Source: an optimization exercise on an open RTL-to-GDS flow (aim: small area). Production flows keep margins and buffers that such runs may drop.
RTL that was checked went through simulation tests only; none was proved equivalent to the original.

## the previous run
==> module cpu_top, before the edit <==
module cpu_top (
    input  logic        clk,
    input  logic        rst,
    input  logic [15:0] mem_rdata,
    output logic [15:0] mem_addr,
    output logic [15:0] mem_wdata,
    output logic        mem_we,
    output logic        halted
);
    logic [3:0]        ph;      
    logic              init;    
    logic [11:0]       ir;      
    logic [7:0][15:0]  regs;
    logic [15:0]       pc;
    logic              pcc;     
    logic [13:0]       mar;
    logic [13:0]       mdr;
    logic              zf, cf;
    wire pb = ph[3];
    wire c0 = (ph[2:0] == 3'd0);
    wire [5:0] op = ir[11:6];
    wire [2:0] rx = ir[5:3];
    wire [2:0] ry = ir[2:0];
    wire lo   = ~op[5] & ~op[4];                  
    wire i_halt = (op == 6'd0);
    wire i_cmp  = (op == 6'd16);
    wire i_alu  = (lo & ((op[3:0] == 4'd4) | (op[3:0] == 4'd7) | (op[3:0] == 4'd8) |
                         (op[3:0] == 4'd9) | (op[3:0] == 4'd10) | (op[3:0] == 4'd12))) | i_cmp;
    wire hi   = (op[5:3] == 3'b100);             
    wire i_mov  = hi & (op[2:0] == 3'd0);
    wire i_ld   = hi & (op[2:0] == 3'd1);
    wire i_ldi  = hi & (op[2:0] == 3'd3);
    wire i_st   = hi & (op[2:0] == 3'd5);
    wire i_jmp  = (op == 6'd23);
    wire i_jcc  = (op[5:2] == 4'b0110);           
    wire i_wr   = (i_alu & ~op[4]) | i_mov | i_ld | i_ldi;
    wire cond   = (op[1] ? cf : zf) ^ op[0];
    wire i_jt   = i_jmp | (i_jcc & cond);
    wire i_jn   = i_jcc & ~cond;
    wire i_ari  = op[4] | (op[3] & (op[2] | op[1]));    
    wire i_subm = op[4] | op[2];                         
    wire i_and  = ~op[3] & op[0];                        
    wire i_not  = ~op[3] & ~op[0];
    wire i_or   = op[3] & ~op[0];
    wire i_xor  = op[3] & op[0];
    wire i_dat  = op[5] & op[0];                         
    wire [1:0] px = regs[rx][1:0];
    wire [1:0] py = regs[ry][1:0];
    wire [1:0] dat = c0 ? mem_rdata[1:0] : mdr[1:0];
    wire cin = c0 ? 1'b0 : cf;
    wire s0  = px[0] ^ py[0] ^ cin;
    wire a0  = px[0] ^ i_subm;
    wire k0  = (a0 & py[0]) | (a0 & cin) | (py[0] & cin);
    wire s1  = px[1] ^ py[1] ^ k0;
    wire a1  = px[1] ^ i_subm;
    wire k1  = (a1 & py[1]) | (a1 & k0) | (py[1] & k0);
    logic [1:0] res;
    always_comb begin
        if (op[5])      res = op[0] ? dat : py;    
        else if (i_ari) res = {s1, s0};
        else if (i_not) res = ~px;
        else if (i_and) res = px & py;
        else if (i_or)  res = px | py;
        else            res = px ^ py;
    end
    wire [1:0] wd = init ? 2'b00 : res;
    wire inc   = pb ? (i_ldi | i_jn) : 1'b1;
    wire pcin  = c0 ? inc : pcc;
    wire q0    = pc[0] ^ pcin;
    wire kq    = pc[0] & pcin;
    wire q1    = pc[1] ^ kq;
    wire [1:0] pc_new = init ? 2'b00 : ((pb & i_jt) ? dat : {q1, q0});
    wire       i_m  = hi & ~op[1] & op[0];           
    wire       mrg  = ~pb & i_m;
    wire [1:0] pa   = op[2] ? px : py;            
    always_ff @(posedge clk or posedge rst) begin
        if (rst) begin
            ph     <= 4'b1000;
            init   <= 1'b1;
            halted <= 1'b0;
            zf     <= 1'b0;
            cf     <= 1'b0;
        end else begin
            ph <= ph + 4'd1;
            if (ph == 4'b1111)
                init <= 1'b0;
            if (!init && pb && i_halt)
                halted <= 1'b1;
            if (!init && pb && i_alu) begin
                zf <= (c0 | zf) & (res == 2'b00);
                cf <= i_ari & k1;
            end
        end
    end
    always_ff @(posedge clk) begin
        for (int r = 0; r < 8; r++) begin
            if (init || (pb && i_wr && rx == 3'(r)))
                regs[r] <= {wd, regs[r][15:2]};
            else
                regs[r] <= {regs[r][1:0], regs[r][15:2]};
        end
        pc  <= {pc_new, pc[15:2]};
        pcc <= pc[1] & kq;
        mar <= {(mrg ? pa : pc_new), mar[13:2]};
        if (c0)
            mdr <= mem_rdata[15:2];
        else
            mdr <= {py, mdr[13:2]};
        if (!pb && c0)
            ir <= mem_rdata[15:4];
    end
    assign mem_addr  = {mar, (pb & i_m) ? pa : pc[1:0]};
    assign mem_wdata = {mdr, py};
    assign mem_we    = pb & c0 & i_st & ~init & ~halted;
endmodule
export LEC_CHECK = 0
export CAP_MARGIN = 20
export CORE_MARGIN = 2
export CORE_UTILIZATION = 70
export SLEW_MARGIN = 20
create_clock -name core_clock -period 7.0 [get_ports {clk}]
standard.sh (not shown) runs the stock make flow with config.mk's settings and CLKGATE_MAP_FILE= SYNTH_SCRIPT=/design/flow/synth_recipe.tcl, a recipe that flattens the netlist after the stock synthesis.
==> flow/flow/run.sh <==
#!/bin/bash
# The standard layout, with three changes:
#  - synthesis maps logic with an area-oriented abc script (flow/area.abc)
#  - ports are buffered with buf_1
#  - the clock tree uses clkbuf_8 and no dummy loads
set -e
F=$PWD/flow
export MY_ABC_SCRIPT=$F/area.abc
export FLOW_SYNTH=$PWD/synth_recipe.tcl
sed "s#SYNTH_SCRIPT=[^ ]*#SYNTH_SCRIPT=$F/my_synth.tcl#" standard.sh > my_standard.sh
export BUFFER_PORTS_ARGS="-buffer_cell sky130_fd_sc_hd__buf_1"
export CTS_ARGS="-sink_clustering_enable -repair_clock_nets -dont_use_dummy_load -buf_list sky130_fd_sc_hd__clkbuf_8"
bash my_standard.sh > standard.log 2>&1
==> flow/flow/area.abc <==
strash
dc2
dch -f
amap -F 20 -A 30
==> flow/flow/my_synth.tcl <==
# The standard flow's synthesis, with an area-oriented abc script in place of ORFS's
proc abc {args} {
  set out {}
  set skip 0
  foreach a $args {
    if {$skip} { set skip 0; continue }
    if {$a eq "-script" || $a eq "-D"} { set skip 1; continue }
    lappend out $a
  }
  yosys abc -script $::env(MY_ABC_SCRIPT) {*}$out
}
source $::env(FLOW_SYNTH)
Input-level comparison between the current run and the previous run:
--- a/flow/design.v
+++ b/flow/design.v
@@ -72,7 +72,6 @@
     wire q1    = pc[1] ^ kq;
     wire [1:0] pc_new = init ? 2'b00 : ((pb & i_jt) ? dat : {q1, q0});
-    wire       i_m  = hi & ~op[1] & op[0];           
-    wire       mrg  = ~pb & i_m;
-    wire [1:0] pa   = op[2] ? px : py;            
+    wire       mrg  = ~pb & (i_st | i_ld);
+    wire [1:0] pa   = i_st ? px : py;
     always_ff @(posedge clk or posedge rst) begin
         if (rst) begin
@@ -104,5 +103,5 @@
         pcc <= pc[1] & kq;
         mar <= {(mrg ? pa : pc_new), mar[13:2]};
-        if (c0)
+        if (pb && c0)
             mdr <= mem_rdata[15:2];
         else
@@ -111,5 +110,5 @@
             ir <= mem_rdata[15:4];
     end
-    assign mem_addr  = {mar, (pb & i_m) ? pa : pc[1:0]};
+    assign mem_addr  = {mar, (pb & (i_st | i_ld)) ? pa : pc[1:0]};
     assign mem_wdata = {mdr, py};
     assign mem_we    = pb & c0 & i_st & ~init & ~halted;
Notes after the runs:
When the current run is measured against the previous run, its global-route met1 utilization turns out 0.72 points lower.
Reported for the previous run and the current run, total stage count of the critical path turned out identical to the last digit.
Fill cell total of the finished layout: the current run vs the previous run down 3.2%
Comparing the previous run and the current run, portion of the clock cycle consumed by the worst path in the final layout is lower on the previous run.
Between the current run and the previous run, the clock latency on the worst-skew pair figures differ only marginally.
The previous run → the current run: largest driver fanout on the critical path fell 3; total cell area at the placement stage about even; maximum cell stage delay along the critical path fell 0.06 ns; highest clock frequency the design can meet fell about 1.3%; synthesized area about even.
Share of the core filled with cells essentially unchanged between the current run and the previous run.
Only the layout flow was run in the current run; the RTL was not checked for function there.

-- separate check: timing with driven ports --
No port has a modelled driver above. Below, the same layouts with a new extraction and two added sets of constraints. Step 1 assumes that a clkbuf_16 drives the clock port and a buf_2 every other input. Step 2 also shifts input and output timing later by t, the mid clock arrival at the registers, as if the neighbouring blocks saw the same clock. Slacks: no drivers / after step 1 / after step 2; pairs: no drivers / after step 1.
run	t (ns)	setup slack, ns	worst hold slack (ns)	worst setup path after step 2	worst data-port slew with drivers (ns)
the previous run	0.463	2.823 / 2.790 / 3.024	0.292 / 0.292 / 0.292	register to register	0.04
the current run	0.456	2.766 / 2.735 / 3.190	0.288 / 0.288 / 0.288	register to output	0.03
After both steps every run listed still meets setup and hold.
